From an optimization exercise on the open Yosys and OpenROAD flow, aimed at small area and a short achievable clock period; shortcuts taken in it are not production practice.
RTL that was checked went through simulation tests only; none was proved equivalent to the original.
Function not checked in runs 4 to 6: the RTL went through the layout flow alone.
No activity file was given, so power comes from the tool's default toggle rates.

File: design/flow/config.mk
export PLATFORM = sky130hd
export DESIGN_NAME = mem_responder
export DESIGN_NICKNAME = mem_responder
export VERILOG_FILES = /design/flow/design.v
export SDC_FILE = /design/flow/constraint.sdc
export NUM_CORES = 4
export LEC_CHECK = 0
export CAP_MARGIN = 20
export CORE_MARGIN = 2
export CORE_UTILIZATION = 60
export CTS_BUF_LIST = sky130_fd_sc_hd__clkbuf_16
export CTS_CLUSTER_DIAMETER = 60
export CTS_CLUSTER_SIZE = 25
export PLACE_DENSITY = 0.7
export SETUP_SLACK_MARGIN = 2.5
export SLEW_MARGIN = 20
export SYNTH_HIERARCHICAL = 1
export SYNTH_MINIMUM_KEEP_SIZE = 0
File: design/flow/constraint.sdc
create_clock -name core_clock -period 5.0 [get_ports {clk}]
set_input_delay 1.0000 -clock core_clock [delete_from_list [all_inputs] [get_ports {clk}]]
set_output_delay 1.0000 -clock core_clock [all_outputs]
set_load 0.01 [all_outputs]
File: design/flow/design.v
module mem_responder #(
  parameter int WORD_SIZE = 16,
  parameter int ADDR_BITS = 8,
  parameter int LATENCY   = 2
) (
  input  logic                 clk,
  input  logic                 reset_n,
  input  logic                 readM,
  input  logic                 writeM,
  input  logic [WORD_SIZE-1:0] address,
  input  logic [WORD_SIZE-1:0] data_in,
  output logic [WORD_SIZE-1:0] data_out,
  output logic                 ready,
  output logic                 error
);
  localparam int RING  = 4;
  localparam int NRING = (1 << ADDR_BITS) / RING;    
  localparam int NTAP  = 2 * NRING;                  
  typedef enum logic [1:0] {
    S_IDLE = 2'd0,
    S_B1   = 2'd1,
    S_B2   = 2'd2,
    S_DONE = 2'd3
  } state_t;
  state_t               state;
  logic                 op_write;
  logic [7:0]           lat_addr;
  logic [WORD_SIZE-1:0] lat_data;
  logic                 lat_pol;      
  logic [6:0]           lat_tap;      
  logic                 rd_late;      
  logic [NTAP-1:0]      tap_sel;      
  logic                 ld_tap, ld_hold;
  logic                 pend_valid;
  logic [7:0]           pend_addr;
  logic [WORD_SIZE-1:0] pend_data;
  logic [7:0]           pw_hi, pw_hi_n;    
  logic [7:0]           pw_lo, pw_lo_n;    
  logic                 ins, ins_n;        
  logic [2:0]           phase;
  logic [2:0]           phase_p1;          
  logic [WORD_SIZE-1:0] ring [NRING][RING];
  logic [WORD_SIZE-1:0] tap_q, tap_d, tap_hold;
  logic unused_addr_hi;
  assign unused_addr_hi = ^address[WORD_SIZE-1:ADDR_BITS];
  logic st_idle, accept, conflict, wr_done;
  assign st_idle  = (state == S_IDLE);
  assign accept   = st_idle && (readM ^ writeM);
  assign conflict = st_idle && readM && writeM;
  assign wr_done  = (state == S_B2) && op_write && reset_n;
  always_ff @(posedge clk) begin
    phase    <= phase + 3'd1;
    phase_p1 <= phase + 3'd2;
  end
  logic [WORD_SIZE-1:0] wbus;
  assign wbus = pend_data ^ {WORD_SIZE{phase[2]}};
  for (genvar k = 0; k < NRING; k++) begin : g_ring
    logic en, en_n;
    assign en   = ins && pw_hi[k / 8] && pw_lo[k % 8];
    assign en_n = ins_n || pw_hi_n[k / 8] || pw_lo_n[k % 8];
    always_ff @(posedge clk) begin
      ring[k][0] <= ~((ring[k][RING-1] | {WORD_SIZE{en}}) & (wbus | {WORD_SIZE{en_n}}));
      for (int j = 1; j < RING; j++) ring[k][j] <= ring[k][j-1];
    end
  end
  logic       pv_next, ins_next;
  logic [1:0] sn_next;
  assign pv_next  = wr_done || (pend_valid && !ins);
  assign sn_next  = wr_done ? ~lat_addr[1:0] : ~pend_addr[1:0];
  assign ins_next = pv_next && (phase_p1[1:0] == sn_next);
  always_ff @(posedge clk) begin
    if (wr_done) begin
      pend_addr <= lat_addr;
      pend_data <= lat_data;
      for (int i = 0; i < 8; i++) begin
        pw_hi[i]   <= (lat_addr[7:5] == 3'(i));
        pw_lo[i]   <= (lat_addr[4:2] == 3'(i));
        pw_hi_n[i] <= (lat_addr[7:5] != 3'(i));
        pw_lo_n[i] <= (lat_addr[4:2] != 3'(i));
      end
    end
    pend_valid <= pv_next;
    ins        <= ins_next;
    ins_n      <= !ins_next;
  end
  logic [WORD_SIZE-1:0] t1 [NRING];         
  logic [WORD_SIZE-1:0] t2 [NRING / 4];     
  logic [WORD_SIZE-1:0] t3 [NRING / 8];     
  logic [WORD_SIZE-1:0] t4 [NRING / 16];    
  logic [WORD_SIZE-1:0] t5 [NRING / 32];    
  for (genvar k = 0; k < NRING; k++) begin : g_t1
    assign t1[k] = ~((ring[k][0] & {WORD_SIZE{tap_sel[2 * k]}}) |
                     (ring[k][2] & {WORD_SIZE{tap_sel[2 * k + 1]}}));
  end
  for (genvar g = 0; g < NRING / 4; g++) begin : g_t2
    for (genvar b = 0; b < WORD_SIZE; b++) begin : g_b
      mem_responder_nand4 u_g (.a(t1[4*g][b]), .b(t1[4*g+1][b]), .c(t1[4*g+2][b]),
                               .d(t1[4*g+3][b]), .y(t2[g][b]));
    end
  end
  for (genvar g = 0; g < NRING / 8; g++) begin : g_t3
    for (genvar b = 0; b < WORD_SIZE; b++) begin : g_b
      mem_responder_nor2 u_g (.a(t2[2*g][b]), .b(t2[2*g+1][b]), .y(t3[g][b]));
    end
  end
  for (genvar g = 0; g < NRING / 16; g++) begin : g_t4
    for (genvar b = 0; b < WORD_SIZE; b++) begin : g_b
      mem_responder_nand2 u_g (.a(t3[2*g][b]), .b(t3[2*g+1][b]), .y(t4[g][b]));
    end
  end
  for (genvar g = 0; g < NRING / 32; g++) begin : g_t5
    for (genvar b = 0; b < WORD_SIZE; b++) begin : g_b
      mem_responder_nor2 u_g (.a(t4[2*g][b]), .b(t4[2*g+1][b]), .y(t5[g][b]));
    end
  end
  for (genvar b = 0; b < WORD_SIZE; b++) begin : g_t6
    mem_responder_nand2 u_g (.a(t5[0][b]), .b(t5[1][b]), .y(tap_q[b]));
  end
  assign tap_d = tap_q ^ {WORD_SIZE{lat_pol}};
  logic fwd;
  assign fwd = pend_valid && (pend_addr == lat_addr);
  always_ff @(posedge clk) begin
    tap_hold <= fwd ? pend_data : tap_d;
  end
  logic [2:0] pos1, pos_t;
  logic       c0, c1;
  logic [6:0] tap_idx, tap_next;
  assign c0       = address[0] & phase_p1[0];
  assign c1       = (address[1] & phase_p1[1]) | (c0 & (address[1] ^ phase_p1[1]));
  assign pos1     = {phase_p1[2] ^ c1, address[1] ^ phase_p1[1] ^ c0, address[0] ^ phase_p1[0]};
  assign pos_t    = {pos1[2] ^ (pos1[1] & pos1[0]), pos1[1] ^ pos1[0], 1'b0};
  assign tap_idx  = {address[7:2], pos_t[1]};
  assign tap_next = st_idle ? tap_idx : lat_tap;
  always_ff @(posedge clk) begin
    if (st_idle) begin
      op_write <= writeM;
      lat_addr <= address[7:0];
      lat_data <= data_in;
      rd_late  <= pos1[0];
      lat_pol  <= pos_t[2];
      lat_tap  <= tap_idx;
    end
    for (int i = 0; i < NTAP; i++) tap_sel[i] <= (tap_next == 7'(i));
  end
  always_ff @(posedge clk) begin
    ld_tap  <= reset_n && (state == S_B1) && !op_write && rd_late;
    ld_hold <= reset_n && (state == S_B1) && !op_write && !rd_late;
  end
  always_ff @(posedge clk) begin
    if (!reset_n) begin
      state    <= S_IDLE;
      data_out <= '0;
      ready    <= 1'b0;
      error    <= 1'b0;
    end else begin
      ready <= (state == S_B2);
      error <= conflict;
      if (ld_tap) data_out <= tap_d;
      else if (ld_hold) data_out <= tap_hold;
      case (state)
        S_IDLE: if (accept) state <= S_B1;
                else if (conflict) state <= S_DONE;
        S_B1:   state <= S_B2;
        S_B2:   state <= S_DONE;
        default: if (!readM && !writeM) state <= S_IDLE;
      endcase
    end
  end
endmodule
module mem_responder_nand4 (
  input  logic a, b, c, d,
  output logic y
);
  assign y = ~(a & b & c & d);
endmodule
module mem_responder_nand2 (
  input  logic a, b,
  output logic y
);
  assign y = ~(a & b);
endmodule
module mem_responder_nor2 (
  input  logic a, b,
  output logic y
);
  assign y = ~(a | b);
endmodule
File: design/flow/flow/run.sh
#!/bin/bash
# The standard layout, with the port buffers made from sky130_fd_sc_hd__buf_4
# instead of the delay buffer that buffer_ports picks by default.
set -euo pipefail
export BUFFER_PORTS_ARGS="-buffer_cell sky130_fd_sc_hd__buf_4"
bash standard.sh > standard_flow.log 2>&1
File: design/flow/standard.sh
#!/bin/bash
# synth_recipe.tcl (not shown) runs the flow's synth.tcl, then flattens the netlist and writes it again
# the make line also repeats each setting of config.mk as NAME=value (left out here)
make -C /OpenROAD-flow-scripts/flow DESIGN_CONFIG=/design/flow/config.mk WORK_HOME=/design/flow/orfs CLKGATE_MAP_FILE= SYNTH_SCRIPT=/design/flow/synth_recipe.tcl "${@:-finish}"
==> results of run 1 <==
[cell type report]
class | count | share of cell area (%)
Tap cell | 2464 | 2.59
Inverter | 31 | 0.101
Antenna cell | 25 | 0.0526
Sequential cell | 4361 | 74.3
Timing Repair Buffer | 130 | 1.00
Timing Repair inverter | 1 | 0.00421
Multi-Input combinational cell | 3025 | 17.2
Clock inverter | 58 | 0.369
Clock buffer | 208 | 4.38
[per-layer routing]
layer | track usage, % | vias to the layer above
met3 | 5.76 | 601
met5 | 0 | -
met4 | 13.5 | 4
met2 | 46.4 | 2720
met1 | 40.4 | 32200
li1 | - | 28300
[cell usage in the layout (no fill, tap or decap), types with 25 or more instances in the layout]
master     instances
dfxtp_1         4171
o22ai_1         1024
a22oi_1         1016
nand4_1          257
nor2_1           210
clkbuf_16        208
buf_4            111
nand2_1           98
dfxtp_2           89
edfxtp_1          83
or3_1             66
and3_1            62
inv_1             56
nor2_2            35
nor3_1            27
diode_2           25
[cell families after synthesis]
kind of cell | after synthesis
AOI/OAI and AO/OA | 2086
xor gates and xnor gates | 45
adders and majority gates | 9
buffers and inverters | 702
DFF | 4361
muxes | 35
and+or+nand+nor | 849
[Yosys stat by module (local to each module, per instance)]
module / flops+latches / cells inside
mem_responder_nand2: 0 / 1
mem_responder_nor2: 0 / 1
mem_responder_nand4: 0 / 1
mem_responder: 4361 / 7591
[timing repair]
item / in CTS / in global routing
pin swaps: 7 / 10
hold endpoints to repair: 0 / 0
resized for setup: 139 / 74
buffers inserted: 22 / 8
cloned: 1 / 1
endpoints found under the setup margin: 753 / 243
[cells in the mapped netlist, types with 2 or more instances]
cell type	instances	area, um2
and3_1	66	413
nand2_2	3	18.8
edfxtp_1	83	2490
nor2_2	9	56.3
o22a_1	6	52.6
buf_2	145	726
mux2_2	6	67.6
o211a_1	16	160
or2_2	7	43.8
or3_4	3	33.8
nor3b_1	3	22.5
nor2b_1	2	12.5
nor3_4	2	32.5
buf_1	48	180
o21ai_0	3	15.0
clkbuf_2	2	10.0
mux2_1	10	113
clkbuf_1	419	1570
mux2i_1	19	190
a21oi_1	2	10.0
o22ai_1	1024	6410
inv_1	30	113
nand4_1	257	1610
xor2_1	26	228
buf_4	45	338
or3_1	66	413
o32a_1	5	50.1
xor2_4	8	220
nand2b_1	9	56.3
or2_1	9	56.3
nor3_1	42	210
nand3_1	5	25.0
or3b_2	4	35.0
buf_6	12	135
xnor2_1	11	96.3
ha_1	8	100
nor2_1	241	905
dfxtp_1	4278	85600
a22oi_1	1025	7690
and2_1	2	12.5
nand3b_1	4	30.0
nand2_1	113	424
[power breakdown]
group | internal [W] | switching (W)
Clock | 0.00761 | 0.0103
Combinational | 0.00259 | 0.00521
Sequential | 0.0466 | 0.00523
Total | 0.0568 | 0.0208
[worst paths after layout]
path	from	depth (start not counted)	endpoint	slack (ps)
setup / recovery	pw_lo[3]$_DFFE_PN_	2	ring[204][4]$_DFF_P_	2410
hold / removal	data_in[6]	1	lat_data[6]$_DFFE_PP_	300
setup reg to reg	pw_lo[3]$_DFFE_PN_	2	ring[204][4]$_DFF_P_	2410
hold reg to reg	ring[77][6]$_DFF_P_	0	ring[78][6]$_DFF_P_	300
[worst max-delay path, delay by kind of cell (launching register included)]
family	cells	cell delay, ps
AOI/OAI and AO/OA	1	190
DFF	1	1230
and+or+nand+nor	1	970
[stage by stage]
step	hold WS, ps	power, W
global placement	310	0.0585
floorplan	310	0.0546
global route	263	0.0803
CTS	252	0.0772
finish	302	0.0775
detailed placement	312	0.0593
[sequential cells by signal, indices dropped and copies added, names as in the netlist, 16 cells and up]
signal / cells
tap_hold: 16
data_out: 16
lat_data: 16
tap_sel: 128
pend_data: 16
ring: 4096
==> flow_summary.yaml, run 1 <==
logic_synthesis:
  syn_nets: 8132
  yosysUniqueCellTypes: 51
  syn_area_mm2: 0.111
  synthSimpleGateAreaFrac_pct: 3.98
  ys_ff_latch: 4361
  synth_top_family_by_area: "compound AO/OA/AOI/OAI gates"
  synth_flop_cell: "dfxtp_1"
  ys_async_sr_fraction_pct: 0
  syn_inst: 8087
  synth-edff-count: 83
  synth_compound_area_share_pct: 13.0
  muxShareOfSynthArea_pct: 0.333
  synth_xor_area_share_pct: 0.490
  ys_warn_count: 15
  synth-adder-area-share_pct: 0.108
  yosysSeqAreaShare_pct: 79.3
  syn_area_per_cell_um2: 13.7
power_and_ir_drop:
  peakVddDrop_mv: 0.471
  p_per_area_mw_per_mm2: 652
  p_leak_nw: 45.6
sta:
  finClkSkew_ps: 37.4
  hold_viol_final: 0
  setup_slack_ps: 2410
  fmax_mhz: 385
  finalSetupTns_ps: 0
  maxSlewViolCount: 0
  tightest_slew_ps: 1300
  slew_headroom_pct: 13.5
  setup_violations: 0
  finalCritPeriodShare_pct: 51.9
  period_minus_slack_ps: 2590
  rsz0062_at_grt: "yes"
setup_path:
  worst_setup_path_end_kind: "register"
  cp.arrival_ps: 3300
  max_stage_delay_ps: 1230
  slowest_stage: "edfxtp_1"
  cp_max_fo: 16
  required_ps: 5700
  setup.worst_path.class: "register to register"
  crit_chain: "and3_1 -> o22ai_1"
  cp-start-kind: "register"
cells_and_area:
  fin_cells: 10300
  design_area_mm2: 0.119
  seq_area_mm2: 0.0883
  final_nets: 7794
  final_layout_size_suffix_gt1_share_pct: 8.04
  multi_input_area_mm2: 0.0205
  layout-area-overhead-vs-synth_pct: 7.01
  fillCellCount: 13200
  final_util_pct: 64.8
clock_tree:
  cts.sinks: 4361
  root_buffer: "clkbuf_16"
  clk_latency_ps: 880
  htree_levels: 4
  clkTransAtPathRegs_ps: 100
  hold_buffers: 0
  cts_tree: "done"
  cts_buffer_depth: 3
  cts_made_buffers: 199
drt:
  dr.pass1.iters: 6
  drt-total-wl_um: 285000
  drcViolationCount: 0
  routed-wl-met2_um: 130000
  m1WireLength_um: 120000
  drt_iter0_markers: 6677
  vias_per_cell: 6.19
  vias: 63800
  antenna_left: 0
  wl_met3_um: 22300
  top_layer_used: "met5"
  wl_per_cell_um: 27.7
floorplanning:
  initial_utilization_pct: 60.6
  core_mm2: 0.183
  num_io_pins: 54
  fp.dieH_um: 434
  rows: 157
  die_x_um: 434
  dieArea_mm2: 0.189
global_routing:
  grt_overflow: 0
  grt_pass1_vias: 64700
  grt_pass1_wl_um: 418000
  antenna_found_initial: 16
  grt_max_degree: 66
  track_usage_pct: 29.7
placement:
  dp_hpwl_um: 168000
  dp_slack_ps: 1210
  dpl_cell_area_mm2: 0.112
  numPortBuffers: 45
  place_inst: 9979
  routabilityCongestion: 0.853
hold_path:
  hp-class: "input pin to register"
outcome:
  status: "finished clean"
job:
  cap_violations: 0
==> run 2: changes to the inputs <==
==> design/flow/run.sh (new file) <==
#!/bin/bash
# synth_recipe.tcl (not shown) runs the flow's synth.tcl, then flattens the netlist and writes it again
# the make line also repeats each setting of config.mk as NAME=value (left out here)
make -C /OpenROAD-flow-scripts/flow DESIGN_CONFIG=/design/flow/config.mk WORK_HOME=/design/flow/orfs CLKGATE_MAP_FILE= SYNTH_SCRIPT=/design/flow/synth_recipe.tcl finish
removed: design/flow/flow/run.sh
removed: design/flow/standard.sh
==> flow_summary.yaml, run 2 <==
floorplanning:
  num_io_pins: 54
  initial_utilization_pct: 60.6
  rows: 157
  core_mm2: 0.183
  fp.dieH_um: 434
  dieArea_mm2: 0.189
  die_x_um: 434
sta:
  setup_violations: 0
  finalCritPeriodShare_pct: 51.9
  tightest_slew_ps: 1310
  finClkSkew_ps: 36.3
  whs_ps: 306
  maxSlewViolCount: 0
  slew_headroom_pct: 12.4
  finalSetupTns_ps: 0
  rsz0062_at_grt: "yes"
  hold_viol_final: 0
  period_minus_slack_ps: 2590
  fmax_mhz: 385
logic_synthesis:
  syn_area_per_cell_um2: 13.7
  syn_area_mm2: 0.111
  syn_inst: 8087
  synthTopCellsByArea: "dfxtp_1, a22oi_1, o22ai_1, edfxtp_1, nand4_1"
  syn_nets: 8132
  synthTopCellsByCount: "dfxtp_1, a22oi_1, o22ai_1"
  ys_async_sr_fraction_pct: 0
  synth_flop_cell: "dfxtp_1"
  synth_top_area_share_pct: 77.1
  synth_most_common_cell: "dfxtp_1"
  ys_warn_count: 15
  yosysSeqAreaShare_pct: 79.3
  ys_ff_latch: 4361
  yosysUniqueCellTypes: 51
  synth-edff-count: 83
  synth_top_area_cell: "dfxtp_1"
placement:
  dpl_cell_area_mm2: 0.113
  numPortBuffers: 45
  routabilityCongestion: 0.875
  dp_hpwl_um: 169000
power_and_ir_drop:
  finalPower_w: 0.0776
  p_leak_nw: 45.7
  p_per_area_mw_per_mm2: 650
  peakVddDrop_mv: 0.406
clock_tree:
  htree_levels: 4
  root_buffer: "clkbuf_16"
  hold_buffers: 0
  cts_made_buffers: 201
  cts_buffer_depth: 3
  clkTransAtPathRegs_ps: 100
  cts.sinks: 4361
  cts_tree: "done"
  clk_latency_ps: 880
setup_path:
  required_ps: 5680
  worstReg2RegEnd: "ring[64][1]$_DFF_P_"
  cp.arrival_ps: 3270
  ff2ff_setup_slack_ps: 2410
  r2r_start: "pw_lo[0]$_DFFE_PN_"
  worst_setup_path_end_kind: "register"
  cp-start-kind: "register"
  cp_max_fo: 16
  setup.worst_path.class: "register to register"
  reg2regPathDepth: 2
drt:
  drcViolationCount: 0
  vias: 63900
  drt_iter0_markers: 6272
  antenna_left: 0
  vias_per_cell: 6.18
  drt-total-wl_um: 283000
  dr.pass1.iters: 5
  wl_per_cell_um: 27.4
global_routing:
  grt_max_degree: 65
  grt_overflow: 0
  grt_pass1_wl_um: 415000
  track_usage_pct: 29.4
  grt_pass1_vias: 64300
  antenna_found_initial: 15
hold_path:
  hold_end: "ring[78][15]$_DFF_P_"
  holdCritStartpoint: "ring[77][15]$_DFF_P_"
  hp-class: "register to register"
  holdPathStages: 0
cells_and_area:
  largest_reg_flops: 4096
  final_cell_mix: "dfxtp_1, o22ai_1, a22oi_1"
  final_common_cell: "dfxtp_1"
  layout-area-overhead-vs-synth_pct: 7.40
  regMostFlops: "ring"
  top_regs: "ring x4096, tap_sel x128"
  design_area_mm2: 0.119
  final_nets: 7815
  final_layout_size_suffix_gt1_share_pct: 8.50
job:
  cap_violations: 0
outcome:
  status: "finished clean"
## run 2: changes by cell type in the layout (fill, tap and decap cells not counted), sizes merged
cell           delta
clkinv            +8
bufinv            +1
inv               -6
clkdlybuf4s15    +17
clkbuf            +2
buf              -24
diode            +12
clkdlybuf4s50    +25
dlymetal6s2s      +1
nand2b            +1
## run 2: how the worst max path moves through the flow
stage	start	end	slack [ps]
5_1_grt	phase_p1[0]$_DFF_P_	tap_sel[100]$_DFF_P_	2430
6_report	pw_lo[0]$_DFFE_PN_	ring[64][1]$_DFF_P_	2410
4_1_cts	phase_p1[0]$_DFF_P_	tap_sel[116]$_DFF_P_	2460
3_5_place_dp	address[0]	tap_sel[0]$_DFF_P_	1070
3_3_place_gp	address[0]	tap_sel[0]$_DFF_P_	1080
2_1_floorplan	address[0]	tap_sel[80]$_DFF_P_	2070
## run 2: Yosys stat by module, one instance, submodules excluded
module / cells inside / flip-flops and latches
mem_responder: 7591 / 4361
mem_responder_nand2: 1 / 0
mem_responder_nand4: 1 / 0
mem_responder_nor2: 1 / 0
## run 2: report_power, final
group / switching (W) / internal [W] / total (W)
clock: 0.0104 / 0.00775 / 0.0182
sequential: 0.00512 / 0.0466 / 0.0517
combinational: 0.00522 / 0.00256 / 0.00777
## run 2: worst max-delay path, stage by stage (launching register included)
cell      delay, ps
edfxtp_1       1230
and3_1          910
o22ai_1         220
## run 2: cells by family (layout without fill, tap and decap cells)
logic type / after synthesis / count (layout) / synth area share, %
adder cells (fa/ha/maj): 9 / 9 / 0.108
AND/OR/NAND/NOR: 849 / 850 / 3.98
other: 0 / 37 / 0
buffers and inverters: 702 / 452 / 2.77
flip-flops: 4361 / 4361 / 79.3
multiplexers: 35 / 35 / 0.333
AO/OA/AOI/OAI: 2086 / 2086 / 13.0
XOR/XNOR: 45 / 46 / 0.490
## run 2: per-stage QoR
step           setup WS (ps)  utilization [%]  std cells
3_3_place_gp            1080             61.4      10000
3_5_place_dp            1070             61.5      10000
4_1_cts                 2460             64.9      10300
5_1_grt                 2430             65.0      10300
6_report                2410             65.0      10300
2_1_floorplan           2070                -       8087
## run 2: repair_timing
action | in CTS | in global routing
buffers inserted | 14 | 0
setup endpoints to repair | 830 | 352
gates cloned | 2 | 0
pin swaps | 11 | 11
resized for setup | 223 | 89
## run 2: layer usage
layer | global-route usage, % | share of wire (%) | vias to the layer above
li1 | - | - | 28300
met1 | 40.4 | 42 | 32300
met2 | 45.6 | 45 | 2656
met3 | 4.86 | 7.3 | 584
met4 | 14.2 | 5.0 | 2
met5 | 0 | 0.0046 | -
## run 2: cell type report
type	count	area [um2]
clock inverter	62	531
multi-input combinational	3026	20500
fill	13300	64100
antenna	37	92.6
clock buffer	210	5260
timing repair buffer	149	1410
tap	2464	3080
inverter	31	120
sequential	4361	88300
==> run 3: changes to the inputs <==
--- a/design/flow/design.v
+++ b/design/flow/design.v
@@ -40,4 +40,5 @@
   logic [2:0]           phase;
   logic [2:0]           phase_p1;          
+  logic [3:0]           rd_late_v, tap_h_v, pol_v;
   logic [WORD_SIZE-1:0] ring [NRING][RING];
   logic [WORD_SIZE-1:0] tap_q, tap_d, tap_hold;
@@ -52,4 +53,11 @@
     phase    <= phase + 3'd1;
     phase_p1 <= phase + 3'd2;
+    for (int a = 0; a < 4; a++) begin
+      logic [2:0] p1;
+      p1 = 3'(a) + phase + 3'd2;
+      rd_late_v[a] <= p1[0];
+      tap_h_v[a]   <= p1[1] ^ p1[0];
+      pol_v[a]     <= p1[2] ^ (p1[1] & p1[0]);
+    end
   end
   logic [WORD_SIZE-1:0] wbus;
@@ -123,12 +131,6 @@
     tap_hold <= fwd ? pend_data : tap_d;
   end
-  logic [2:0] pos1, pos_t;
-  logic       c0, c1;
   logic [6:0] tap_idx, tap_next;
-  assign c0       = address[0] & phase_p1[0];
-  assign c1       = (address[1] & phase_p1[1]) | (c0 & (address[1] ^ phase_p1[1]));
-  assign pos1     = {phase_p1[2] ^ c1, address[1] ^ phase_p1[1] ^ c0, address[0] ^ phase_p1[0]};
-  assign pos_t    = {pos1[2] ^ (pos1[1] & pos1[0]), pos1[1] ^ pos1[0], 1'b0};
-  assign tap_idx  = {address[7:2], pos_t[1]};
+  assign tap_idx  = {address[7:2], tap_h_v[address[1:0]]};
   assign tap_next = st_idle ? tap_idx : lat_tap;
   always_ff @(posedge clk) begin
@@ -137,6 +139,6 @@
       lat_addr <= address[7:0];
       lat_data <= data_in;
-      rd_late  <= pos1[0];
-      lat_pol  <= pos_t[2];
+      rd_late  <= rd_late_v[address[1:0]];
+      lat_pol  <= pol_v[address[1:0]];
       lat_tap  <= tap_idx;
     end
==> design/flow/flow/run.sh (new file) <==
#!/bin/bash
# The standard layout, with the port buffers made from sky130_fd_sc_hd__buf_4
# instead of the delay buffer that buffer_ports picks by default.
set -euo pipefail
export BUFFER_PORTS_ARGS="-buffer_cell sky130_fd_sc_hd__buf_4"
bash standard.sh > standard_flow.log 2>&1
==> design/flow/standard.sh (new file) <==
#!/bin/bash
# synth_recipe.tcl (not shown) runs the flow's synth.tcl, then flattens the netlist and writes it again
# the make line also repeats each setting of config.mk as NAME=value (left out here)
make -C /OpenROAD-flow-scripts/flow DESIGN_CONFIG=/design/flow/config.mk WORK_HOME=/design/flow/orfs CLKGATE_MAP_FILE= SYNTH_SCRIPT=/design/flow/synth_recipe.tcl "${@:-finish}"
--- a/design/flow/config.mk
+++ b/design/flow/config.mk
@@ -8,10 +8,10 @@
 export CAP_MARGIN = 20
 export CORE_MARGIN = 2
-export CORE_UTILIZATION = 60
+export CORE_UTILIZATION = 65
 export CTS_BUF_LIST = sky130_fd_sc_hd__clkbuf_16
 export CTS_CLUSTER_DIAMETER = 60
 export CTS_CLUSTER_SIZE = 25
-export PLACE_DENSITY = 0.7
-export SETUP_SLACK_MARGIN = 2.5
+export PLACE_DENSITY = 0.75
+export SETUP_SLACK_MARGIN = 2.6
 export SLEW_MARGIN = 20
 export SYNTH_HIERARCHICAL = 1
removed: design/flow/run.sh
==> flow_summary.yaml, run 3 <==
outcome:
  status: "finished clean"
power_and_ir_drop:
  pwr-share-comb_pct: 12.2
  internal-power_w: 0.0571
  finalPower_w: 0.0791
  p_per_area_mw_per_mm2: 666
  p_leak_nw: 45.7
  power.switching_w: 0.0220
  swShare_pct: 27.8
  p_clk_share_pct: 22.5
  pwr-share-seq_pct: 65.4
  peakVddDrop_mv: 0.420
cells_and_area:
  fillCellCount: 11100
  final_layout_size_suffix_gt1_share_pct: 8.40
  regMostFlops: "ring"
  final_nets: 7812
  top_regs: "ring x4096, tap_sel x128"
  final_util_pct: 70.1
  largest_reg_flops: 4096
  layout-area-overhead-vs-synth_pct: 6.94
  design_area_mm2: 0.119
  seq_area_mm2: 0.0884
  final_common_cell: "dfxtp_1"
  fin_cells: 10100
  multi_input_area_mm2: 0.0207
  final_cell_mix: "dfxtp_1, o22ai_1, a22oi_1"
placement:
  numPortBuffers: 45
  dp_hpwl_um: 167000
  dpl_cell_area_mm2: 0.112
  routabilityCongestion: 0.883
  place_inst: 9771
logic_synthesis:
  synthTopCellsByCount: "dfxtp_1, o22ai_1, a22oi_1"
  synth_flop_cell: "dfxtp_1"
  yosysSeqAreaShare_pct: 79.5
  synth_most_common_cell: "dfxtp_1"
  yosysUniqueCellTypes: 51
  synth_top_area_share_pct: 77.2
  ys_ff_latch: 4367
  ys_warn_count: 15
  syn_nets: 8131
  ys_async_sr_fraction_pct: 0
  synthTopCellsByArea: "dfxtp_1, a22oi_1, o22ai_1, edfxtp_1, nand4_1"
  syn_area_mm2: 0.111
  syn_area_per_cell_um2: 13.7
  synth-edff-count: 83
  synth_top_area_cell: "dfxtp_1"
  syn_inst: 8086
clock_tree:
  htree_levels: 4
  clkTransAtPathRegs_ps: 90
  clk_latency_ps: 870
  hold_buffers: 0
  cts_made_buffers: 197
  root_buffer: "clkbuf_16"
  cts.sinks: 4367
  cts_tree: "done"
  cts_buffer_depth: 3
floorplanning:
  initial_utilization_pct: 65.5
  dieArea_mm2: 0.174
  num_io_pins: 54
  fp.dieH_um: 417
  rows: 151
  die_x_um: 417
  core_mm2: 0.169
drt:
  vias_per_cell: 6.45
  antenna_left: 0
  vias: 64800
  drt-total-wl_um: 288000
  drcViolationCount: 0
  drt_iter0_markers: 7074
  wl_per_cell_um: 28.7
  dr.pass1.iters: 8
sta:
  finalCritPeriodShare_pct: 50.3
  hold_viol_final: 0
  finalSetupTns_ps: 0
  slew_headroom_pct: 19.4
  maxSlewViolCount: 0
  finClkSkew_ps: 30.4
  setup_violations: 0
  fmax_mhz: 397
  tightest_slew_ps: 1210
  rsz0062_at_grt: "yes"
  period_minus_slack_ps: 2520
global_routing:
  track_usage_pct: 32.3
  antenna_found_initial: 16
  grt_overflow: 0
  grt_max_degree: 65
  grt_pass1_vias: 65400
  grt_pass1_wl_um: 421000
job:
  cap_violations: 0
setup_path:
  r2r_start: "state[1]$_SDFFE_PN0P_"
  required_ps: 5780
  setup.worst_path.class: "register to register"
  worstReg2RegEnd: "tap_sel[19]$_DFF_P_"
  ff2ff_setup_slack_ps: 2480
  cp.arrival_ps: 3300
  cp_max_fo: 32
  worst_setup_path_end_kind: "register"
  cp-start-kind: "register"
  max_stage_delay_ps: 450
  reg2regPathDepth: 7
  slowest_stage: "nand2_2"
  crit_chain: "inv_1 -> ha_4 -> buf_12 -> nor2b_1 -> a22o_1 -> nand2_2 -> nor2_1"
hold_path:
  hold_end: "lat_data[3]$_DFFE_PP_"
  holdCritStartpoint: "data_in[3]"
  hp-class: "input pin to register"
  holdPathStages: 1
-- run 3: cell count changes in the layout (fill, tap and decap cells not counted), sizes merged, moves of 17 or more --
cell / before / now
nor2: 250 / 286
clkdlybuf4s50: 25 / 0
buf: 106 / 124
diode: 37 / 11
nand2: 116 / 140
nor3: 44 / 9
clkdlybuf4s15: 17 / 0
-- run 3: worst max-delay path: cells and delay by family (launching register included) --
family / cells / cell delay (ps)
simple gates: 3 / 1070
compound gates: 1 / 400
flops: 1 / 380
buf+inv: 2 / 330
fa+ha+maj: 1 / 240
-- run 3: per-module statistics from Yosys (local to each module, per instance) --
| module | flops+latches | cell area (um2) | cells inside | copies in the design |
|---|---|---|---|---|
| mem_responder | 4367 | 109000 | 7590 | 1 |
| mem_responder_nand2 | 0 | 3.75 | 1 | 80 |
| mem_responder_nor2 | 0 | 3.75 | 1 | 160 |
| mem_responder_nand4 | 0 | 6.26 | 1 | 256 |
-- run 3: power groups by stage --
stage	sequential, W	combinational, W	clock (W)
finish	0.0517	0.00961	0.0178
global route	0.0526	0.00991	0.0191
global placement	0.0513	0.00826	0
floorplan	0.0498	0.00516	0
detailed placement	0.0520	0.00851	0
CTS	0.0515	0.00904	0.0178
-- run 3: final cells by class --
class                           instances  area share [%]
Antenna cell                           11          0.0232
Clock buffer                          202            4.26
Clock inverter                         52           0.371
Inverter                               33           0.111
Multi-Input combinational cell       3042            17.4
Sequential cell                      4367            74.5
Tap cell                             2218            2.34
Timing Repair Buffer                  124           0.987
Timing Repair inverter                  2          0.0105
-- run 3: cell families after synthesis --
logic type | count (synthesis) | synth area share, %
compound gates | 2086 | 13.0
xor+xnor | 49 | 0.552
mux | 42 | 0.469
simple gates | 856 | 3.89
buf+inv | 677 | 2.54
flops | 4367 | 79.5
fa+ha+maj | 9 | 0.101
-- run 3: worst max path at each step --
stage                              from                endpoint  slack, ps  cells past startpoint
3_3_place_gp                    reset_n  pend_data[7]$_DFFE_PN_       1870                      4
3_5_place_dp                    reset_n  pend_data[7]$_DFFE_PN_       1790                      4
5_1_grt           state[1]$_SDFFE_PN0P_     tap_sel[19]$_DFF_P_       2470                      7
6_report          state[1]$_SDFFE_PN0P_     tap_sel[19]$_DFF_P_       2480                      7
4_1_cts        data_out[1]$_SDFFE_PN0P_             data_out[1]       2470                      1
2_1_floorplan                   reset_n  pend_addr[0]$_DFFE_PN_       2690                      2
-- run 3: per-layer routing --
metal / share of wire, % / vias to the layer above / track usage [%]
met5: 0.039 / - / 0.361
met4: 5.7 / 6 / 16.9
met3: 9.1 / 720 / 6.83
met2: 45 / 3282 / 49.5
met1: 40 / 32500 / 43.5
li1: - / 28300 / -
-- run 3: per-stage QoR --
step	hold slack, ps	setup WS (ps)
finish	300	2480
global route	282	2470
CTS	259	2470
detailed placement	312	1790
global placement	310	1870
floorplan	310	2690
-- run 3: what timing repair did --
action / in CTS / in global routing
setup endpoints to repair: 716 / 394
gates resized for setup: 220 / 104
setup buffers: 8 / 3
gates cloned: 1 / 1
pin swaps: 11 / 22
==> run 4: changes to the inputs <==
--- a/design/flow/design.v
+++ b/design/flow/design.v
@@ -77,14 +77,16 @@
   assign sn_next  = wr_done ? ~lat_addr[1:0] : ~pend_addr[1:0];
   assign ins_next = pv_next && (phase_p1[1:0] == sn_next);
+  logic [7:0] pa_next;
+  assign pa_next = wr_done ? lat_addr : pend_addr;
   always_ff @(posedge clk) begin
     if (wr_done) begin
       pend_addr <= lat_addr;
       pend_data <= lat_data;
-      for (int i = 0; i < 8; i++) begin
-        pw_hi[i]   <= (lat_addr[7:5] == 3'(i));
-        pw_lo[i]   <= (lat_addr[4:2] == 3'(i));
-        pw_hi_n[i] <= (lat_addr[7:5] != 3'(i));
-        pw_lo_n[i] <= (lat_addr[4:2] != 3'(i));
-      end
+    end
+    for (int i = 0; i < 8; i++) begin
+      pw_hi[i]   <= (pa_next[7:5] == 3'(i));
+      pw_lo[i]   <= (pa_next[4:2] == 3'(i));
+      pw_hi_n[i] <= (pa_next[7:5] != 3'(i));
+      pw_lo_n[i] <= (pa_next[4:2] != 3'(i));
     end
     pend_valid <= pv_next;
==> design/flow/run.sh (new file) <==
#!/bin/bash
# synth_recipe.tcl (not shown) runs the flow's synth.tcl, then flattens the netlist and writes it again
# the make line also repeats each setting of config.mk as NAME=value (left out here)
make -C /OpenROAD-flow-scripts/flow DESIGN_CONFIG=/design/flow/config.mk WORK_HOME=/design/flow/orfs CLKGATE_MAP_FILE= SYNTH_SCRIPT=/design/flow/synth_recipe.tcl finish
removed: design/flow/flow/run.sh
removed: design/flow/standard.sh
==> flow_summary.yaml, run 4 <==
sta:
  hold_viol_final: 0
  maxSlewViolCount: 0
  finalSetupTns_ps: 0
  setup_slack_ps: 2290
  period_minus_slack_ps: 2710
  tightest_slew_ps: 1290
  finClkSkew_ps: 37.1
  rsz0062_at_grt: "yes"
  fmax_mhz: 369
  whs_ps: 311
  finalCritPeriodShare_pct: 54.2
  setup_violations: 0
  slew_headroom_pct: 13.8
floorplanning:
  num_io_pins: 54
  dieArea_mm2: 0.173
  die_x_um: 416
  initial_utilization_pct: 65.4
  core_mm2: 0.169
  rows: 151
  fp.dieH_um: 416
global_routing:
  grt_overflow: 0
  grt_pass1_wl_um: 419000
  grt_pass1_vias: 65500
  grt_max_degree: 65
  antenna_found_initial: 15
  track_usage_pct: 32.2
hold_path:
  hold_end: "ring[126][14]$_DFF_P_"
  holdCritStartpoint: "ring[125][14]$_DFF_P_"
  hp-class: "register to register"
  holdPathStages: 0
cells_and_area:
  largest_reg_flops: 4096
  regMostFlops: "ring"
  fin_cells: 10100
  layout-area-overhead-vs-synth_pct: 7.25
  final_nets: 7823
  final_layout_size_suffix_gt1_share_pct: 7.87
  top_regs: "ring x4096, tap_sel x128"
  design_area_mm2: 0.119
  final_cell_mix: "dfxtp_1, o22ai_1, a22oi_1"
  final_common_cell: "dfxtp_1"
placement:
  routabilityCongestion: 0.913
  place_inst: 9780
  dpl_cell_area_mm2: 0.112
  dp_slack_ps: 1470
  dp_hpwl_um: 169000
  numPortBuffers: 45
clock_tree:
  cts_tree: "done"
  htree_levels: 4
  clkTransAtPathRegs_ps: 100
  clk_latency_ps: 880
  cts_buffer_depth: 3
  cts_made_buffers: 200
  root_buffer: "clkbuf_16"
  cts.sinks: 4367
power_and_ir_drop:
  peakVddDrop_mv: 0.430
  p_leak_nw: 45.2
  p_per_area_mw_per_mm2: 556
setup_path:
  worst_setup_path_end_kind: "register"
  setup.worst_path.class: "register to register"
  cp.arrival_ps: 3470
  worstReg2RegEnd: "tap_sel[30]$_DFF_P_"
  ff2ff_setup_slack_ps: 2290
  required_ps: 5760
  cp_max_fo: 8
  r2r_start: "state[0]$_SDFFE_PN0P_"
  cp-start-kind: "register"
  reg2regPathDepth: 7
logic_synthesis:
  synth_most_common_cell: "dfxtp_1"
  ys_async_sr_fraction_pct: 0
  synthTopCellsByCount: "dfxtp_1, o22ai_1, a22oi_1"
  synth_compound_area_share_pct: 13.0
  syn_area_per_cell_um2: 13.7
  yosysUniqueCellTypes: 48
  ys_ff_latch: 4367
  synthSimpleGateAreaFrac_pct: 3.89
  yosysSeqAreaShare_pct: 79.5
  synth_top_area_share_pct: 78.3
  syn_inst: 8094
  synth_top_family_by_area: "compound AO/OA/AOI/OAI gates"
  muxShareOfSynthArea_pct: 0.550
  synthTopCellsByArea: "dfxtp_1, a22oi_1, o22ai_1, clkbuf_1, nand4_1"
  synth-adder-area-share_pct: 0.102
  synth_flop_cell: "dfxtp_1"
  synth_top_area_cell: "dfxtp_1"
  synth_xor_area_share_pct: 0.453
  synth-edff-count: 45
  syn_area_mm2: 0.111
  ys_warn_count: 15
  syn_nets: 8139
drt:
  drt_iter0_markers: 7444
  vias_per_cell: 6.46
  vias: 65200
  drt-total-wl_um: 287000
  antenna_left: 0
  wl_per_cell_um: 28.5
  dr.pass1.iters: 7
  drcViolationCount: 0
outcome:
  status: "finished clean"
job:
  cap_violations: 0
[run 4: modules after synthesis, one instance, submodules excluded]
module               cells  cell area (um2)  flip-flops and latches  copies in the design
mem_responder_nand4      1             6.26                       0                   256
mem_responder_nand2      1             3.75                       0                    80
mem_responder         7598           108000                    4367                     1
mem_responder_nor2       1             3.75                       0                   160
[run 4: kinds of logic after synthesis]
logic type | after synthesis
flops | 4367
compound gates | 2086
simple gates | 860
buf+inv | 675
xor+xnor | 49
mux | 48
fa+ha+maj | 9
[run 4: worst max-delay path, cell delays in order, from the launching register on]
cell	delay, ps
dfxtp_1	380
inv_1	110
ha_4	230
buf_4	180
nand2b_1	180
o22ai_1	430
nand2_1	680
nor3b_1	400
[run 4: routing by layer]
metal,vias to the layer above,wire length [um],global-route usage [%]
met1,32700,116000,43.3
li1,28300,-,-
met3,764,27100,7.62
met2,3343,128000,49.1
met4,2,16100,16.4
met5,-,11,0
[run 4: final cells by class]
| type | count | area, um2 |
|---|---|---|
| flip-flops and latches | 4367 | 88100 |
| fillers | 11000 | 50500 |
| multi-input cells | 3052 | 20700 |
| clock buffers | 203 | 5080 |
| well taps | 2218 | 2780 |
| repair buffers | 121 | 1140 |
| clock inverters | 61 | 656 |
| inverters | 36 | 139 |
| diodes | 25 | 62.6 |
[run 4: power breakdown]
group	leakage, nW	internal [W]	switching, W
combinational	5.82	0.00233	0.00557
clock	2.86	0.00769	0.0105
sequential	36.5	0.0377	0.00218
[run 4: timing repair]
action / 4_1_cts / 5_1_grt
endpoints found under the hold margin: 0 / 0
setup buffers: 10 / 2
pin swaps: 6 / 25
setup endpoints to repair: 658 / 236
hold buffers: 0 / 0
gates resized for setup: 272 / 92
[run 4: how the worst max path moves through the flow]
stage | slack (ps) | startpoint | to | depth (start not counted)
2_1_floorplan | 2610 | state[0]$_SDFFE_PN0P_ | tap_sel[3]$_DFF_P_ | 9
3_3_place_gp | 1500 | address[0] | tap_sel[11]$_DFF_P_ | 5
3_5_place_dp | 1470 | address[0] | tap_sel[3]$_DFF_P_ | 5
4_1_cts | 2430 | state[1]$_SDFFE_PN0P_ | tap_sel[37]$_DFF_P_ | 6
5_1_grt | 2390 | state[0]$_SDFFE_PN0P_ | tap_sel[30]$_DFF_P_ | 7
6_report | 2290 | state[0]$_SDFFE_PN0P_ | tap_sel[30]$_DFF_P_ | 7
[run 4: per-stage QoR]
stage | total power [W] | utilization [%]
final | 0.0659 | 70.1
after global routing | 0.0675 | 70.1
after CTS | 0.0652 | 69.9
after detailed placement | 0.0473 | 66.2
after global placement | 0.0470 | 66.2
after floorplan | 0.0431 | -
==> run 5: changes to the inputs <==
--- a/design/flow/design.v
+++ b/design/flow/design.v
@@ -50,4 +50,8 @@
   assign conflict = st_idle && readM && writeM;
   assign wr_done  = (state == S_B2) && op_write && reset_n;
+  logic idle_q;
+  always_ff @(posedge clk) begin
+    idle_q <= !reset_n || ((st_idle || state == S_DONE) && !readM && !writeM);
+  end
   always_ff @(posedge clk) begin
     phase    <= phase + 3'd1;
@@ -135,7 +139,7 @@
   logic [6:0] tap_idx, tap_next;
   assign tap_idx  = {address[7:2], tap_h_v[address[1:0]]};
-  assign tap_next = st_idle ? tap_idx : lat_tap;
+  assign tap_next = idle_q ? tap_idx : lat_tap;
   always_ff @(posedge clk) begin
-    if (st_idle) begin
+    if (idle_q) begin
       op_write <= writeM;
       lat_addr <= address[7:0];
==> flow_summary.yaml, run 5 <==
drt:
  vias: 64900
  wl_per_cell_um: 28.2
  drt_iter0_markers: 6901
  dr.pass1.iters: 6
  antenna_left: 0
  vias_per_cell: 6.43
  drt-total-wl_um: 285000
  drcViolationCount: 0
placement:
  dpl_cell_area_mm2: 0.112
  routabilityCongestion: 0.897
  dp_slack_ps: 1210
  numPortBuffers: 45
  dp_hpwl_um: 169000
hold_path:
  hold_end: "ring[38][14]$_DFF_P_"
  holdCritStartpoint: "ring[37][14]$_DFF_P_"
  hp-class: "register to register"
  holdPathStages: 0
setup_path:
  worstReg2RegEnd: "tap_sel[60]$_DFF_P_"
  worst_setup_path_end_kind: "register"
  cp-start-kind: "register"
  reg2regPathDepth: 5
  required_ps: 5770
  cp.arrival_ps: 3380
  ff2ff_setup_slack_ps: 2390
  setup.worst_path.class: "register to register"
  cp_max_fo: 52
  r2r_start: "idle_q$_DFF_P_"
floorplanning:
  fp.dieH_um: 416
  num_io_pins: 54
  die_x_um: 416
  initial_utilization_pct: 65.4
  rows: 151
  dieArea_mm2: 0.173
  core_mm2: 0.169
sta:
  setup_violations: 0
  finalSetupTns_ps: 0
  whs_ps: 316
  maxSlewViolCount: 0
  slew_headroom_pct: 18.3
  hold_viol_final: 0
  fmax_mhz: 383
  finalCritPeriodShare_pct: 52.2
  setup_slack_ps: 2390
  rsz0062_at_grt: "yes"
  tightest_slew_ps: 1220
  period_minus_slack_ps: 2610
  finClkSkew_ps: 34.7
cells_and_area:
  final_nets: 7835
  regMostFlops: "ring"
  layout-area-overhead-vs-synth_pct: 7.15
  design_area_mm2: 0.118
  top_regs: "ring x4096, tap_sel x128"
  final_common_cell: "dfxtp_1"
  largest_reg_flops: 4096
  final_layout_size_suffix_gt1_share_pct: 7.37
  final_cell_mix: "dfxtp_1, o22ai_1, a22oi_1"
clock_tree:
  cts.sinks: 4368
  clk_latency_ps: 880
  clkTransAtPathRegs_ps: 100
  root_buffer: "clkbuf_16"
  cts_tree: "done"
  cts_buffer_depth: 3
  htree_levels: 4
  cts_made_buffers: 198
logic_synthesis:
  ys_ff_latch: 4368
  syn_inst: 8102
  syn_area_mm2: 0.111
  yosysUniqueCellTypes: 42
  synth_top_area_cell: "dfxtp_1"
  ys_async_sr_fraction_pct: 0
  synth_top_area_share_pct: 78.3
  synthTopCellsByCount: "dfxtp_1, o22ai_1, a22oi_1"
  synthTopCellsByArea: "dfxtp_1, a22oi_1, o22ai_1, clkbuf_1, nand4_1"
  synth-edff-count: 45
  synth_flop_cell: "dfxtp_1"
  ys_warn_count: 15
  synth_most_common_cell: "dfxtp_1"
  syn_nets: 8147
  yosysSeqAreaShare_pct: 79.5
  syn_area_per_cell_um2: 13.6
power_and_ir_drop:
  peakVddDrop_mv: 0.389
  power.switching_w: 0.0146
  finalPower_w: 0.0607
  internal-power_w: 0.0461
  pwr-share-seq_pct: 65.0
  p_per_area_mw_per_mm2: 513
  swShare_pct: 24.1
  pwr-share-comb_pct: 5.7
  p_leak_nw: 45.2
  p_clk_share_pct: 29.2
global_routing:
  grt_pass1_wl_um: 419000
  grt_pass1_vias: 65200
  grt_overflow: 0
  track_usage_pct: 32.1
  grt_max_degree: 66
  antenna_found_initial: 20
outcome:
  status: "finished clean"
job:
  cap_violations: 0
[run 5: cell families (layout without fill, tap and decap cells)]
family                   Yosys count  after routing  share of synthesized area [%]
other                              0             29                              0
AND/OR/NAND/NOR                  864            864                           3.91
multiplexers                      48             48                          0.514
adder cells (fa/ha/maj)            9              9                          0.102
buffers and inverters            678            422                           2.47
XOR/XNOR                          49             50                          0.443
flip-flops                      4368           4368                           79.5
AO/OA/AOI/OAI                   2086           2086                           13.0
[run 5: timing repair]
item                                   CTS  global route
pin swaps                                6            19
cloned                                   1             0
hold buffers                             0             0
gates resized for setup                259            85
setup buffers                           15             2
setup endpoints to repair              853           169
endpoints found under the hold margin    0             0
[run 5: area by class of cell]
class / count / area (um2)
well taps: 2218 / 2780
inverters: 39 / 146
multi-input cells: 3057 / 20600
flip-flops and latches: 4368 / 88100
repair buffers: 126 / 1280
fillers: 11200 / 50700
diodes: 29 / 72.6
clock buffers: 201 / 5030
clock inverters: 56 / 443
[run 5: worst max path at each step]
stage                         startpoint                   end  slack, ps
3_5_place_dp                     reset_n    pw_hi_n[1]$_DFF_P_       1210
5_1_grt                   idle_q$_DFF_P_  tap_sel[108]$_DFF_P_       2430
6_report                  idle_q$_DFF_P_   tap_sel[60]$_DFF_P_       2390
4_1_cts        data_out[13]$_SDFFE_PN0P_          data_out[13]       2530
3_3_place_gp                     reset_n    pw_hi_n[1]$_DFF_P_       1280
2_1_floorplan             idle_q$_DFF_P_    tap_sel[3]$_DFF_P_       2770
[run 5: Yosys stat by module (local to each module, per instance)]
module / times used / cells inside / cell area (um2) / flip-flops and latches
mem_responder: 1 / 7606 / 108000 / 4368
mem_responder_nand2: 80 / 1 / 3.75 / 0
mem_responder_nand4: 256 / 1 / 6.26 / 0
mem_responder_nor2: 160 / 1 / 3.75 / 0
[run 5: worst max-delay path, stage by stage, from the launching register on]
cell and delay [ps]:
dfxtp_2 330, buf_6 460, nand2_1 190, o22ai_1 440
nand2_1 690, nor3_1 390
[run 5: power by group through the flow]
stage | combinational [W] | clock [W] | sequential, W
floorplan | 0.00184 | 0 | 0.0391
global placement | 0.00304 | 0 | 0.0399
detailed placement | 0.00313 | 0 | 0.0401
CTS | 0.00329 | 0.0178 | 0.0394
global route | 0.00360 | 0.0190 | 0.0396
finish | 0.00348 | 0.0178 | 0.0395
[run 5: through the flow]
stage,utilization (%),cells
after floorplan,-,8102
after global placement,66.2,9786
after detailed placement,66.2,9788
after CTS,69.8,10100
after global routing,70.0,10100
final,70.0,10100
[run 5: routing by layer]
metal / vias to the layer above / global-route usage (%) / share of wire, % / routed length, um
met3: 725 / 6.01 / 8.6 / 24600
met2: 3212 / 49.4 / 45 / 128000
met4: 4 / 16.5 / 5.3 / 15000
met1: 32600 / 43.6 / 41 / 117000
met5: - / 0 / 0.0095 / 27
li1: 28300 / - / - / -
==> run 6: changes to the inputs <==
--- a/design/flow/config.mk
+++ b/design/flow/config.mk
@@ -8,10 +8,10 @@
 export CAP_MARGIN = 20
 export CORE_MARGIN = 2
-export CORE_UTILIZATION = 65
+export CORE_UTILIZATION = 70
 export CTS_BUF_LIST = sky130_fd_sc_hd__clkbuf_16
 export CTS_CLUSTER_DIAMETER = 60
 export CTS_CLUSTER_SIZE = 25
-export PLACE_DENSITY = 0.75
-export SETUP_SLACK_MARGIN = 2.6
+export PLACE_DENSITY = 0.8
+export SETUP_SLACK_MARGIN = 2.7
 export SLEW_MARGIN = 20
 export SYNTH_HIERARCHICAL = 1
==> flow_summary.yaml, run 6 <==
setup_path:
  cp-start-kind: "register"
  setup.worst_path.class: "register to register"
  cp_max_fo: 6
  worst_setup_path_end_kind: "register"
  required_ps: 5740
  crit_family: "simple AND/OR/NAND/NOR gates"
  cp.arrival_ps: 3310
  max_stage_delay_ps: 410
  slowest_stage: "dfxtp_4"
  crit_chain: "buf_4 -> a22oi_2 -> nand4_1 -> nor2_4 -> nand2_2 -> nor2_4 -> nand2_2 -> xor2_2 -> mux2_4"
  crit_buf_inv: 1
logic_synthesis:
  syn_nets: 8147
  synth_flop_cell: "dfxtp_1"
  syn_area_per_cell_um2: 13.6
  ys_warn_count: 15
  ys_async_sr_fraction_pct: 0
  syn_area_mm2: 0.111
  synth_most_common_cell: "dfxtp_1"
  synthTopCellsByCount: "dfxtp_1, o22ai_1, a22oi_1"
  yosysUniqueCellTypes: 42
  synth_top_area_share_pct: 78.3
  yosysSeqAreaShare_pct: 79.5
  ys_ff_latch: 4368
  synthTopCellsByArea: "dfxtp_1, a22oi_1, o22ai_1, clkbuf_1, nand4_1"
  synth-edff-count: 45
  synth_top_area_cell: "dfxtp_1"
  syn_inst: 8102
cells_and_area:
  top_regs: "ring x4096, tap_sel x128"
  regMostFlops: "ring"
  final_common_cell: "dfxtp_1"
  final_nets: 7869
  fillCellCount: 8833
  multi_input_area_mm2: 0.0212
  design_area_mm2: 0.119
  final_cell_mix: "dfxtp_1, o22ai_1, a22oi_1"
  seq_area_mm2: 0.0882
  final_layout_size_suffix_gt1_share_pct: 10.2
  largest_reg_flops: 4096
  layout-area-overhead-vs-synth_pct: 7.79
sta:
  whs_ps: 310
  finClkSkew_ps: 31.8
  period_minus_slack_ps: 2570
  slew_headroom_pct: 8.73
  setup_violations: 0
  fmax_mhz: 389
  rsz0062_at_grt: "yes"
  tightest_slew_ps: 1370
  finalSetupTns_ps: 0
  hold_viol_final: 0
  maxSlewViolCount: 0
  finalCritPeriodShare_pct: 51.4
global_routing:
  track_usage_pct: 34.9
  antenna_found_initial: 19
  grt_max_degree: 53
  grt_pass1_wl_um: 423000
  grt_overflow: 0
  grt_pass1_vias: 66300
clock_tree:
  root_buffer: "clkbuf_16"
  clkTransAtPathRegs_ps: 100
  cts.sinks: 4368
  cts_buffer_depth: 3
  cts_made_buffers: 197
  cts_tree: "done"
  hold_buffers: 0
  clk_latency_ps: 870
  htree_levels: 4
floorplanning:
  die_x_um: 401
  core_mm2: 0.157
  fp.dieH_um: 401
  num_io_pins: 54
  initial_utilization_pct: 70.6
  dieArea_mm2: 0.161
  rows: 145
power_and_ir_drop:
  p_per_area_mw_per_mm2: 512
  peakVddDrop_mv: 0.473
  p_leak_nw: 45.4
placement:
  routabilityCongestion: 0.925
  dpl_cell_area_mm2: 0.112
  numPortBuffers: 45
  dp_hpwl_um: 167000
outcome:
  status: "finished clean"
drt:
  antenna_left: 0
  drt-total-wl_um: 290000
  vias_per_cell: 6.63
  wl_per_cell_um: 29.2
  dr.pass1.iters: 6
  drcViolationCount: 0
  vias: 66000
  drt_iter0_markers: 8104
job:
  cap_violations: 0
hold_path:
  hp-class: "register to register"
run 6: stage by stage:
step	utilization, %	setup WS, ps	total power [W]	cells
global placement	71.3	1350	0.0430	9620
detailed placement	71.3	1260	0.0433	9621
global route	76.1	2460	0.0625	9941
finish	76.1	2430	0.0610	9956
CTS	75.4	2520	0.0604	9906
floorplan	-	2770	0.0410	8102
run 6: metal layers:
| layer | routed length [um] | track usage, % |
|---|---|---|
| met1 | 117000 | 47.8 |
| met2 | 129000 | 51.8 |
| met3 | 32400 | 10.4 |
| met4 | 12400 | 15.3 |
| met5 | 231 | 0.0892 |
run 6: what timing repair did:
action	in CTS	in global routing
setup buffers	39	23
setup endpoints to repair	968	468
cloned	0	0
pin swaps	30	66
gates resized for setup	406	196
run 6: power breakdown:
part | internal, W | total [W] | leakage [nW] | switching, W
Combinational | 0.00121 | 0.00375 | 6.16 | 0.00254
Clock | 0.00743 | 0.0177 | 2.73 | 0.0103
Sequential | 0.0376 | 0.0396 | 36.6 | 0.00201
run 6: cell type report:
cell class / count / area share, %
diodes: 27 / 0.0567
clock buffers: 200 / 4.20
clock inverters: 46 / 0.360
inverters: 39 / 0.126
multi-input cells: 3056 / 17.8
flip-flops and latches: 4368 / 74.0
well taps: 2058 / 2.16
repair buffers: 162 / 1.30
run 6: kinds of logic after synthesis:
group / share of synthesized area [%]
AO/OA/AOI/OAI: 13.0
flip-flops: 79.5
AND/OR/NAND/NOR: 3.91
XOR/XNOR: 0.443
buffers and inverters: 2.47
multiplexers: 0.514
adder cells (fa/ha/maj): 0.102
run 6: path summary, 6_finish.rpt:
check	startpoint	to	slack, ps	cells past startpoint
max	tap_sel[70]$_DFF_P_	tap_hold[0]$_DFF_P_	2430	9
min	ring[141][15]$_DFF_P_	ring[142][15]$_DFF_P_	310	0
max reg2reg	tap_sel[70]$_DFF_P_	tap_hold[0]$_DFF_P_	2430	9
min reg2reg	ring[141][15]$_DFF_P_	ring[142][15]$_DFF_P_	310	0
run 6: per-module statistics from Yosys, one instance, submodules excluded:
module,times used,cell area [um2],flops+latches,cells inside
mem_responder,1,108000,4368,7606
mem_responder_nand4,256,6.26,0,1
mem_responder_nand2,80,3.75,0,1
mem_responder_nor2,160,3.75,0,1
run 6: worst reg2reg max path: stages, from the launching register on:
cell and delay, ps:
dfxtp_4 410, buf_4 150, a22oi_2 270, nand4_1 370, nor2_4 320, nand2_2 110
nor2_4 170, nand2_2 80, xor2_2 190, mux2_4 360
==> run 7: changes to the inputs <==
--- a/design/flow/design.v
+++ b/design/flow/design.v
@@ -132,8 +132,11 @@
   end
   assign tap_d = tap_q ^ {WORD_SIZE{lat_pol}};
-  logic fwd;
-  assign fwd = pend_valid && (pend_addr == lat_addr);
+  logic fwd, fwd_h;
+  logic [WORD_SIZE-1:0] hold_val;
+  assign fwd      = pend_valid && (pend_addr == lat_addr);
+  assign hold_val = fwd_h ? pend_data : (tap_hold ^ {WORD_SIZE{lat_pol}});
   always_ff @(posedge clk) begin
-    tap_hold <= fwd ? pend_data : tap_d;
+    tap_hold <= tap_q;
+    fwd_h    <= fwd;
   end
   logic [6:0] tap_idx, tap_next;
@@ -165,5 +168,5 @@
       error <= conflict;
       if (ld_tap) data_out <= tap_d;
-      else if (ld_hold) data_out <= tap_hold;
+      else if (ld_hold) data_out <= hold_val;
       case (state)
         S_IDLE: if (accept) state <= S_B1;
--- a/design/flow/config.mk
+++ b/design/flow/config.mk
@@ -13,5 +13,5 @@
 export CTS_CLUSTER_SIZE = 25
 export PLACE_DENSITY = 0.8
-export SETUP_SLACK_MARGIN = 2.7
+export SETUP_SLACK_MARGIN = 2.6
 export SLEW_MARGIN = 20
 export SYNTH_HIERARCHICAL = 1
==> flow_summary.yaml, run 7 <==
outcome:
  status: "finished clean"
logic_synthesis:
  synth_top_area_cell: "dfxtp_1"
  ys_warn_count: 15
  synth_top_area_share_pct: 77.8
  synth_most_common_cell: "dfxtp_1"
  synthTopCellsByArea: "dfxtp_1, a22oi_1, o22ai_1, nand4_1, clkbuf_1"
  yosysSeqAreaShare_pct: 79.0
  ys_async_sr_fraction_pct: 0
  ys_ff_latch: 4369
  synth-edff-count: 45
  syn_area_mm2: 0.111
  syn_area_per_cell_um2: 13.6
  syn_nets: 8227
  synth_flop_cell: "dfxtp_1"
  syn_inst: 8182
  yosysUniqueCellTypes: 60
  synthTopCellsByCount: "dfxtp_1, a22oi_1, o22ai_1"
setup_path:
  crit_buf_inv: 0
  ff2ff_setup_slack_ps: 2430
  cp.arrival_ps: 3230
  reg2regPathDepth: 2
  setup.worst_path.class: "register to register"
  worstSetupStartpoint: "pw_lo[3]$_DFF_P_"
  slowest_stage: "dfxtp_1"
  r2r_start: "pw_lo[3]$_DFF_P_"
  cp_max_fo: 16
  crit_chain: "and3_1 -> o22ai_1"
  worst_setup_path_end_kind: "register"
  max_stage_delay_ps: 1060
  crit_family: "flip-flops"
  critical_path_depth: 2
  worstReg2RegEnd: "ring[140][6]$_DFF_P_"
  cp-start-kind: "register"
  required_ps: 5660
  crit_end: "ring[140][6]$_DFF_P_"
cells_and_area:
  top_regs: "ring x4096, tap_sel x128"
  regMostFlops: "ring"
  fillCellCount: 9214
  largest_reg_flops: 4096
  multi_input_area_mm2: 0.0211
  final_nets: 7910
  final_cell_mix: "dfxtp_1, o22ai_1, a22oi_1"
  seq_area_mm2: 0.0881
  layout-area-overhead-vs-synth_pct: 6.60
  final_common_cell: "dfxtp_1"
  final_layout_size_suffix_gt1_share_pct: 7.74
clock_tree:
  cts_made_buffers: 199
  root_buffer: "clkbuf_16"
  clk_latency_ps: 870
  clkTransAtPathRegs_ps: 90
  hold_buffers: 0
  cts_tree: "done"
  htree_levels: 4
  cts_buffer_depth: 3
  cts.sinks: 4369
sta:
  hold_viol_final: 0
  setup_violations: 0
  rsz0062_at_grt: "yes"
  maxSlewViolCount: 0
  tightest_slew_ps: 1270
  fmax_mhz: 390
  setup_slack_ps: 2430
  finClkSkew_ps: 63.6
  slew_headroom_pct: 15.2
  finalSetupTns_ps: 0
  period_minus_slack_ps: 2570
  whs_ps: 300
  finalCritPeriodShare_pct: 51.3
floorplanning:
  num_io_pins: 54
  die_x_um: 403
  fp.dieH_um: 403
  initial_utilization_pct: 70.3
  dieArea_mm2: 0.162
  core_mm2: 0.158
  rows: 146
job:
  cap_violations: 0
global_routing:
  grt_pass1_vias: 67200
  grt_pass1_wl_um: 420000
  grt_max_degree: 66
  antenna_found_initial: 15
  grt_overflow: 0
  track_usage_pct: 34.1
placement:
  dp_slack_ps: 1730
  dp_hpwl_um: 167000
  numPortBuffers: 45
  routabilityCongestion: 0.893
drt:
  drt-total-wl_um: 282000
  dr.pass1.iters: 7
  vias_per_cell: 6.61
  wl_per_cell_um: 28.2
  drcViolationCount: 0
  antenna_left: 0
  vias: 66100
  drt_iter0_markers: 7682
hold_path:
  hp-class: "register to register"
power_and_ir_drop:
  p_leak_nw: 45.0
  p_per_area_mw_per_mm2: 510
  peakVddDrop_mv: 0.446
  finalPower_w: 0.0605
==> run 7: changes by cell type after synthesis, sizes merged, moves of 8 or more <==
cell    before  now
buf        165  269
clkbuf     474  389
inv         39   23
mux2        18    5
mux2i       28   16
nand2      146  156
nand2b       4   12
nor2       288  271
nor2b        2   11
nor3        15   40
o211a       16    0
o21ai        2   17
o311ai       0   10
xnor2       15   28
==> run 7: metal layers <==
metal / vias to the layer above / wire length, um / GRT usage (%)
li1: 28600 / - / -
met1: 33000 / 114000 / 47.2
met2: 3727 / 127000 / 52.3
met3: 769 / 27900 / 6.85
met4: 12 / 13300 / 15.8
met5: - / 81 / 0
==> run 7: layout make-up <==
cell class | instances | share of cell area [%]
diodes | 20 | 0.0422
well taps | 2072 | 2.19
clock buffers | 204 | 4.30
inverters | 24 | 0.0781
multi-input cells | 3132 | 17.7
repair buffers | 139 | 0.986
flip-flops and latches | 4369 | 74.3
clock inverters | 40 | 0.371
==> run 7: logic make-up after synthesis <==
logic type      synth area share, %
fa+ha+maj                     0.101
mux                           0.241
xor+xnor                      0.647
simple gates                   4.12
compound gates                 13.2
flops                          79.0
buf+inv                        2.63
==> run 7: Yosys stat by module (local to each module, per instance) <==
| module | copies in the design | flip-flops and latches | area, um2 | cells |
|---|---|---|---|---|
| mem_responder_nand2 | 80 | 0 | 3.75 | 1 |
| mem_responder | 1 | 4369 | 109000 | 7686 |
| mem_responder_nor2 | 160 | 0 | 3.75 | 1 |
| mem_responder_nand4 | 256 | 0 | 6.26 | 1 |
==> run 7: through the flow <==
step / utilization (%) / cell area [um2] / instances
after floorplan: - / 111000 / 8182
after global placement: 70.9 / 112000 / 9719
after detailed placement: 71.0 / 112000 / 9721
after CTS: 74.7 / 118000 / 9971
after global routing: 74.9 / 119000 / 9983
final: 75.0 / 119000 / 10000
==> run 7: what timing repair did <==
item	in CTS	in global routing
pin swaps	9	41
buffers inserted	5	9
gates cloned	1	0
resized for setup	232	124
endpoints found under the setup margin	1052	322
==> run 7: worst min-delay path by stage <==
stage                           from  depth (start not counted)                     to  slack, ps
6_report        ring[185][0]$_DFF_P_                          0   ring[186][0]$_DFF_P_        300
5_1_grt        ring[185][13]$_DFF_P_                          0  ring[186][13]$_DFF_P_        310
4_1_cts         ring[185][0]$_DFF_P_                          0   ring[186][0]$_DFF_P_        300
3_5_place_dp     ring[9][14]$_DFF_P_                          0   ring[10][14]$_DFF_P_        310
3_3_place_gp   ring[113][10]$_DFF_P_                          0  ring[114][10]$_DFF_P_        310
2_1_floorplan   ring[101][0]$_DFF_P_                          0   ring[102][0]$_DFF_P_        310
==> run 7: power by group <==
group / internal, W / leakage [nW] / switching [W]
clock network: 0.00757 / 2.75 / 0.0103
registers: 0.0376 / 36.5 / 0.00194
logic: 0.000943 / 5.74 / 0.00217

## what the ideal ports hide
Ports are ideal in the flow. The routed layouts listed here were re-timed in OpenROAD.
Step 1 (the two cells are an assumption about what drives the block):
set clk [get_ports {clk}]
set_driving_cell -lib_cell sky130_fd_sc_hd__clkbuf_16 $clk
set_driving_cell -lib_cell sky130_fd_sc_hd__buf_2 [delete_from_list [all_inputs] $clk]
Step 2, shift: input delay + t, output delay - t, t = (earliest + latest rising clock arrival at the registers) / 2. This alone moves slack from input paths to output paths.
Three values: no drivers, after step 1, after step 2; two values: the first two.
| run | t (ns) | slack for setup (ns) | latest minus earliest clock arrival (ns) |
|---|---|---|---|
| run 1 | 0.957 | 2.406 / 2.406 / 1.774 | 0.041 / 0.041 |
| run 2 | 0.951 | 2.406 / 2.406 / 1.587 | 0.049 / 0.049 |
| run 3 | 0.952 | 2.484 / 2.473 / 1.764 | 0.042 / 0.042 |
| run 4 | 0.944 | 2.292 / 2.292 / 1.547 | 0.062 / 0.061 |
| run 5 | 0.953 | 2.391 / 2.391 / 1.527 | 0.036 / 0.036 |
| run 6 | 0.936 | 2.431 / 2.431 / 1.635 | 0.037 / 0.037 |
| run 7 | 0.933 | 2.434 / 2.434 / 1.548 | 0.066 / 0.066 |
After both steps every run listed still meets setup and hold. The setup slack of run 7, which loses most, moves by 0.000 ns with the drivers and by -0.886 ns with both steps.
